Background: an optimization exercise with open tools, aiming at small area, a short achievable clock period and few clock cycles per item. Do not read the settings as production practice.
Where RTL was checked, it was by simulation tests only, not by an equivalence proof against the original.

==> v11: inputs <==
// marked_cell_distance
module marked_cell_distance #(
    parameter int MAX_COLS = 1024,
    parameter int MAX_ROWS = 1024
) (
    input  logic                        aclk,
    input  logic                        aresetn,
    input  logic                        s_tvalid,
    output logic                        s_tready,
    input  logic [7:0]                  s_tdata,    
    output logic                        m_tvalid,
    input  logic                        m_tready,
    output logic [15:0]                 m_tdata,    
    output logic [0:0]                  m_tuser,    
    input  logic                        cfg_wen,
    input  logic                        cfg_index,
    input  logic [mcd_pkg::PT_W-1:0]    cfg_data
);
Settings: LEC_CHECK=0, ABC_CLOCK_PERIOD_IN_PS=2800, CAP_MARGIN=20, CORE_MARGIN=2, CORE_UTILIZATION=40, SETUP_SLACK_MARGIN=3.5, SLEW_MARGIN=20; clock period 6.5 ns.
run.sh (not shown) runs the stock make flow with config.mk's settings and CLKGATE_MAP_FILE= SYNTH_SCRIPT=/design/flow/synth_recipe.tcl, a recipe that flattens the netlist after the stock synthesis.
==> v1 (differences from v11) <==
--- a/flow/design.v
+++ b/flow/design.v
@@ -9,40 +9,41 @@
     localparam logic [CHAR_W-1:0] CHAR_MARK    = 8'd42;
     localparam logic REG_POINT_COL = 1'b0;
     localparam logic REG_POINT_ROW = 1'b1;
 endpackage
 `timescale 1ns / 1ps
 module mcd_front (
     input  logic                         aclk,
     input  logic                         aresetn,
-    input  logic                         adv,
+    input  logic                         s_tready,
     input  logic                         s_tvalid,
     input  logic [mcd_pkg::CHAR_W-1:0]   s_tdata,
     input  logic                         cfg_wen,
     input  logic                         cfg_index,
     input  logic [mcd_pkg::PT_W-1:0]     cfg_data,
     output logic                         v_o,
     output logic                         nl_o,
+    output logic                         w_acc_o,
     output logic [mcd_pkg::X_W-1:0]      x_o
 );
     logic [mcd_pkg::PT_W-1:0] pcol_reg, prow_reg;
     logic [mcd_pkg::PT_W-1:0] col_reg, row_reg;     
     logic                     accept, is_nl, is_mark;
     logic [mcd_pkg::PT_W:0]   ex, ey, fx, fy;
     logic [mcd_pkg::PT_W-1:0] dx, dy;
     logic                     va_reg, vb_reg, vc_reg, vd_reg;
     logic                     nla_reg, nlb_reg, nlc_reg, nld_reg;
     logic [mcd_pkg::PT_W-1:0] dxa_reg, dya_reg;
     logic [23:0]              sb_reg, cb_reg;
     logic [22:0]              mc_reg;
     logic [mcd_pkg::N_W-1:0]  nd_reg;
     logic [23:0]              pp_s, pp_c;
     logic [29:0]              n_full;
-    assign accept  = s_tvalid && adv;
+    assign accept  = s_tvalid && s_tready;
     assign is_nl   = (s_tdata == mcd_pkg::CHAR_NEWLINE);
     assign is_mark = (s_tdata == mcd_pkg::CHAR_MARK);
     assign ex = {1'b0, pcol_reg} - {1'b0, col_reg};
     assign fx = {1'b0, col_reg} - {1'b0, pcol_reg};
     assign ey = {1'b0, prow_reg} - {1'b0, row_reg};
     assign fy = {1'b0, row_reg} - {1'b0, prow_reg};
     assign dx = ex[mcd_pkg::PT_W] ? fx[mcd_pkg::PT_W-1:0] : ex[mcd_pkg::PT_W-1:0];
     assign dy = ey[mcd_pkg::PT_W] ? fy[mcd_pkg::PT_W-1:0] : ey[mcd_pkg::PT_W-1:0];
@@ -71,38 +72,35 @@
             if (accept) begin
                 if (is_nl) begin
                     col_reg <= 11'd1;
                     if (!row_reg[10]) row_reg <= row_reg + 11'd1;
                 end else if (!col_reg[10]) begin
                     col_reg <= col_reg + 11'd1;
                 end
             end
-            if (adv) begin
-                va_reg <= accept && (is_nl || is_mark);
-                vb_reg <= va_reg;
-                vc_reg <= vb_reg;
-                vd_reg <= vc_reg;
-            end
+            va_reg <= accept && (is_nl || is_mark);
+            vb_reg <= va_reg;
+            vc_reg <= vb_reg;
+            vd_reg <= vc_reg;
         end
     end
     always_ff @(posedge aclk) begin
-        if (adv) begin
-            nla_reg <= is_nl;
-            dxa_reg <= dx;
-            dya_reg <= dy;
-            nlb_reg <= nla_reg;
-            sb_reg  <= pp_s;
-            cb_reg  <= pp_c;
-            nlc_reg <= nlb_reg;
-            mc_reg  <= 23'(sb_reg + cb_reg);
-            nld_reg <= nlc_reg;
-            nd_reg  <= (|n_full[29:28]) ? {mcd_pkg::N_W{1'b1}} : n_full[27:0];
-        end
+        nla_reg <= is_nl;
+        dxa_reg <= dx;
+        dya_reg <= dy;
+        nlb_reg <= nla_reg;
+        sb_reg  <= pp_s;
+        cb_reg  <= pp_c;
+        nlc_reg <= nlb_reg;
+        mc_reg  <= 23'(sb_reg + cb_reg);
+        nld_reg <= nlc_reg;
+        nd_reg  <= (|n_full[29:28]) ? {mcd_pkg::N_W{1'b1}} : n_full[27:0];
     end
+    assign w_acc_o = accept && (is_nl || is_mark);
     assign v_o  = vd_reg;
     assign nl_o = nld_reg;
     assign x_o  = {1'b0, nd_reg};
 endmodule
 module mcd_sqsum (
     input  logic [10:0] a,
     input  logic [10:0] b,
     output logic [23:0] s,
@@ -314,136 +312,163 @@
     assign s = {1'b0, 1'b0, w202, w200, w198, w196, w194, w192, w190, w188, w186, w184, w182, w180, w178, w176, w174, w172, w170, w168, w166, w165, 1'b0, a[0]};
     assign c = {1'b0, 1'b0, w164, w201, w199, w197, w195, w193, w191, w189, w187, w185, w183, w181, w179, w177, w175, w173, w171, w169, w167, b[1], 1'b0, b[0]};
 endmodule
 `timescale 1ns / 1ps
 module mcd_sqrt_step #(
     parameter int K = 0
 ) (
     input  logic [mcd_pkg::X_W-1:0] x,
-    output logic [mcd_pkg::X_W-1:0] y
+    input  logic [15:0]             u,
+    output logic [mcd_pkg::X_W-1:0] y,
+    output logic [15:0]             u_o
 );
     localparam int RW = K + 5;      
     localparam int DW = K + 6;      
     logic [13:0]   q;
     logic [RW-1:0] rp;
     logic [DW-1:0] d1, d2, d3;
     logic [1:0]    dig;
     logic [K+2:0]  rn;
+    logic [15:0]   um, up;
     assign q  = 14'(x >> (mcd_pkg::X_W - K));
     assign rp = x[mcd_pkg::X_W-1-K -: RW];
-    assign d1 = DW'(rp) - DW'({q, 3'b001});                        
-    assign d2 = DW'(rp) - DW'({q, 4'b0100});                       
-    assign d3 = DW'(rp) - DW'({q, 4'b0000}) - DW'({q, 3'b000}) - DW'(9);   
+    assign d1 = DW'(rp) - DW'({q, 3'b001});        
+    assign d2 = DW'(rp) - DW'({q, 4'b0100});       
+    assign d3 = DW'(rp) - DW'({u, 3'b001});        
+    assign um = u - 16'd1;
+    assign up = u + 16'd1;
     always_comb begin
         if (!d3[DW-1]) begin
             dig = 2'd3;
             rn  = d3[K+2:0];
+            u_o = {up[13:0], 2'b10};
         end else if (!d2[DW-1]) begin
             dig = 2'd2;
             rn  = d2[K+2:0];
+            u_o = {u[13:0], 2'b11};
         end else if (!d1[DW-1]) begin
             dig = 2'd1;
             rn  = d1[K+2:0];
+            u_o = {u[13:0], 2'b00};
         end else begin
             dig = 2'd0;
             rn  = rp[K+2:0];
+            u_o = {um[13:0], 2'b01};
         end
     end
     assign y = (mcd_pkg::X_W'({q, dig}) << (mcd_pkg::X_W - 2 - K))
              | (mcd_pkg::X_W'(rn) << (24 - 2 * K))
              | (x & ((mcd_pkg::X_W'(1) << (24 - 2 * K)) - mcd_pkg::X_W'(1)));
 endmodule
 module mcd_sqrt_cell #(
     parameter int K = 0
 ) (
     input  logic                     aclk,
     input  logic                     aresetn,
-    input  logic                     adv,
     input  logic                     v_i,
     input  logic                     nl_i,
     input  logic [mcd_pkg::X_W-1:0]  x_i,
+    input  logic [15:0]              u_i,
     output logic                     v_o,
     output logic                     nl_o,
-    output logic [mcd_pkg::X_W-1:0]  x_o
+    output logic [mcd_pkg::X_W-1:0]  x_o,
+    output logic [15:0]              u_o
 );
     logic                     v_reg, nl_reg;
     logic [mcd_pkg::X_W-1:0]  x_reg, x_next;
-    mcd_sqrt_step #(.K(K)) u_step (.x(x_i), .y(x_next));
+    logic [K+3:0]             u_reg;
+    logic [15:0]              u_next;
+    mcd_sqrt_step #(.K(K)) u_step (.x(x_i), .u(u_i), .y(x_next), .u_o(u_next));
     always_ff @(posedge aclk) begin
-        if (!aresetn)  v_reg <= 1'b0;
-        else if (adv)  v_reg <= v_i;
+        if (!aresetn) v_reg <= 1'b0;
+        else          v_reg <= v_i;
     end
     always_ff @(posedge aclk) begin
-        if (adv) begin
-            nl_reg <= nl_i;
-            x_reg  <= x_next;
-        end
+        nl_reg <= nl_i;
+        x_reg  <= x_next;
+        u_reg  <= u_next[K+3:0];
     end
     assign v_o  = v_reg;
     assign nl_o = nl_reg;
     assign x_o  = x_reg;
+    assign u_o  = 16'(u_reg);
 endmodule
 `timescale 1ns / 1ps
-module mcd_out (
+module mcd_out #(
+    parameter int QN = 7,                  
+    parameter int QB = (QN > 1) ? $clog2(QN) : 1
+) (
     input  logic                        aclk,
     input  logic                        aresetn,
+    input  logic                        w_acc,       
     input  logic                        v_i,
     input  logic                        nl_i,
     input  logic [mcd_pkg::X_W-1:0]     x_i,
     input  logic                        m_tready,
-    output logic                        adv,
     output logic                        s_tready,
     output logic                        m_tvalid,
     output logic [15:0]                 m_tdata,
     output logic [0:0]                  m_tuser
 );
-    logic [13:0] q, q1;
-    logic [14:0] r;
-    logic        up;
-    logic [14:0] word;            
-    logic        h_valid, b_valid, b_valid_next, rdy_reg;
-    logic [14:0] h_word, b_word;
-    logic        take;
+    localparam int CW = $clog2(QN + 2);
+    logic [13:0]   q, q1;
+    logic [14:0]   r;
+    logic          up;
+    logic [14:0]   word;            
+    logic          h_valid, rdy_reg, take, h_free;
+    logic [14:0]   h_word;
+    logic [14:0]   mem [QN];
+    logic [QB-1:0] wp, rp;
+    logic [QB:0]   qcnt;
+    logic [CW-1:0] cnt, cnt_next;
+    logic          q_empty, push, pop;
     assign q  = x_i[28:15];
     assign r  = x_i[14:0];
     assign q1 = q + 14'd1;
     assign up = (r > {1'b0, q});
     always_comb begin
         if (nl_i)                 word = {1'b1, 14'd0};
         else if (up && (&q))      word = {1'b0, 14'h3FFF};
         else if (up)              word = {1'b0, q1};
         else                      word = {1'b0, q};
     end
-    assign adv  = !b_valid;
-    assign take = h_valid && m_tready;
+    assign take    = h_valid && m_tready;
+    assign h_free  = !h_valid || take;
+    assign q_empty = (qcnt == '0);
+    assign pop     = h_free && !q_empty;
+    assign push    = v_i && !(h_free && q_empty);
     always_comb begin
-        if (!h_valid || take) b_valid_next = 1'b0;
-        else                  b_valid_next = b_valid || (adv && v_i);
+        cnt_next = cnt;
+        if (w_acc && !take)      cnt_next = cnt + CW'(1);
+        else if (!w_acc && take) cnt_next = cnt - CW'(1);
     end
     always_ff @(posedge aclk) begin
         if (!aresetn) begin
             h_valid <= 1'b0;
-            b_valid <= 1'b0;
-            rdy_reg <= 1'b0;
+            rdy_reg <= 1'b1;
+            cnt     <= '0;
+            wp      <= '0;
+            rp      <= '0;
+            qcnt    <= '0;
         end else begin
-            if (!h_valid || take) h_valid <= b_valid || (adv && v_i);
-            b_valid <= b_valid_next;
-            rdy_reg <= b_valid_next;
+            if (h_free) h_valid <= v_i || !q_empty;
+            rdy_reg <= (cnt_next <= CW'(QN));
+            cnt     <= cnt_next;
+            if (push) wp <= (wp == QB'(QN - 1)) ? '0 : wp + QB'(1);
+            if (pop)  rp <= (rp == QB'(QN - 1)) ? '0 : rp + QB'(1);
+            if (push && !pop)      qcnt <= qcnt + (QB+1)'(1);
+            else if (pop && !push) qcnt <= qcnt - (QB+1)'(1);
         end
     end
     always_ff @(posedge aclk) begin
-        if (!h_valid || take) begin
-            h_word <= b_valid ? b_word : word;
-        end
-        if (!b_valid) begin
-            b_word <= word;
-        end
+        if (h_free) h_word <= q_empty ? word : mem[rp];
+        if (push)   mem[wp] <= word;
     end
-    assign s_tready = !rdy_reg;
+    assign s_tready = rdy_reg;
     assign m_tvalid = h_valid;
     assign m_tdata  = {2'b00, h_word[13:0]};
     assign m_tuser  = h_word[14];
 endmodule
 `timescale 1ns / 1ps
 module marked_cell_distance #(
     parameter int MAX_COLS = 1024,
     parameter int MAX_ROWS = 1024
@@ -457,53 +482,57 @@
     input  logic                        m_tready,
     output logic [15:0]                 m_tdata,    
     output logic [0:0]                  m_tuser,    
     input  logic                        cfg_wen,
     input  logic                        cfg_index,
     input  logic [mcd_pkg::PT_W-1:0]    cfg_data
 );
     localparam int NS = 7;     
-    logic                                adv;
+    logic                                w_acc;
     logic [NS:0]                         v_c, nl_c;
     logic [NS:0][mcd_pkg::X_W-1:0]       x_c;
+    logic [NS:0][15:0]                   u_c;
+    assign u_c[0] = 16'd1;      
     mcd_front u_front (
         .aclk      (aclk),
         .aresetn   (aresetn),
-        .adv       (adv),
+        .s_tready  (s_tready),
         .s_tvalid  (s_tvalid),
         .s_tdata   (s_tdata),
         .cfg_wen   (cfg_wen),
         .cfg_index (cfg_index),
         .cfg_data  (cfg_data),
         .v_o       (v_c[0]),
         .nl_o      (nl_c[0]),
+        .w_acc_o   (w_acc),
         .x_o       (x_c[0])
     );
     for (genvar i = 0; i < NS; i++) begin : g_cell
         mcd_sqrt_cell #(
             .K (2 * i)
         ) u_cell (
             .aclk    (aclk),
             .aresetn (aresetn),
-            .adv     (adv),
             .v_i     (v_c[i]),
             .nl_i    (nl_c[i]),
             .x_i     (x_c[i]),
+            .u_i     (u_c[i]),
             .v_o     (v_c[i+1]),
             .nl_o    (nl_c[i+1]),
-            .x_o     (x_c[i+1])
+            .x_o     (x_c[i+1]),
+            .u_o     (u_c[i+1])
         );
     end
     mcd_out u_out (
         .aclk     (aclk),
         .aresetn  (aresetn),
         .v_i      (v_c[NS]),
         .nl_i     (nl_c[NS]),
         .x_i      (x_c[NS]),
         .m_tready (m_tready),
-        .adv      (adv),
+        .w_acc    (w_acc),
         .s_tready (s_tready),
         .m_tvalid (m_tvalid),
         .m_tdata  (m_tdata),
         .m_tuser  (m_tuser)
     );
 endmodule
==> flow/config.mk (replaced) <==
export PLATFORM = sky130hd
export DESIGN_NAME = marked_cell_distance
export DESIGN_NICKNAME = marked_cell_distance
export VERILOG_FILES = /design/flow/design.v
export SDC_FILE = /design/flow/constraint.sdc
export NUM_CORES = 4
export LEC_CHECK = 0
export ABC_CLOCK_PERIOD_IN_PS = 2500
export CAP_MARGIN = 20
export CORE_MARGIN = 2
export CORE_UTILIZATION = 40
export SETUP_SLACK_MARGIN = 3.8
export SLEW_MARGIN = 20
==> run_results.csv <==
group,metric,value,unit
status,status,"finished clean",
sta,clock.fmax,295,MHz
worst_setup_path,ff2ff_setup_slack,3.11,ns
cells_and_area,final_area,0.0388,mm²
cells_and_area,buffer_area_share,4.24,%
min_path,worstHoldStart,"u_front.nd_reg[7]",
worst_setup_path,critical-path-slowest-cell,"fa_1",
logic_synthesis,synth_top_cells_by_area,"dfxtp_1 28%, ha_1 11%, edfxtp_1 11%",
global_routing,grt_pass1_vias,23400,
(the above is from v1)
==> run_results.csv <==
group,metric,value,unit
cells_and_area,buffer_area_share,6.23,%
status,status,"finished clean",
worst_setup_path,critical-path-slowest-cell,"or4_4",
sta,whs,0.406,ns
sta,fin_skew,0.0371,ns
worst_setup_path,ff2ff_setup_slack,3.03,ns
global_routing,grt_pass1_vias,23000,
min_path,worstHoldStart,"g_cell[0].u_cell.x_reg[17]",
cells_and_area,final_area,0.0375,mm²
logic_synthesis,synth_top_cells_by_area,"edfxtp_1 33%, ha_1 15%, fa_1 9.5%",
cells_and_area,mostFrequentLayoutCells,"356 x inv_1, 337 x edfxtp_1, 319 x ha_1",
(the above is from v11)
Testbench counts of v11, summed over its fixed seeds: cycles 32,104, items 32,000.
For v1, only the layout was checked, not whether the RTL still works.

[static timing again, ports no longer ideal]
How much do the figures lean on ideal ports? The routed layouts below were timed once more, with nothing changed but the port constraints.
Step 1, drivers: a clkbuf_16 drives aclk and a buf_2 each remaining input, both assumed.
Step 2 moves the port delays by t, midway between the first and last clock arrival at a register: inputs arrive t later, outputs are due t later. That takes back most of the time a late clock gives input paths.
a / b / c = no drivers / after step 1 / after step 2; a / b = the first two.
run | t (ns) | setup WS [ns] | latest minus earliest clock arrival (ns) | worst data-port slew with drivers (ns)
v11 | 0.665 | 3.033 / 3.033 / 2.963 | 0.038 / 0.037 | 0.04
v1 | 0.665 | 3.110 / 3.110 / 3.110 | 0.033 / 0.032 | 0.04
After both steps setup and hold are still met in every run listed. For v11, which loses most, drivers alone change the setup slack by 0.000 ns; drivers and shift together by -0.070 ns.
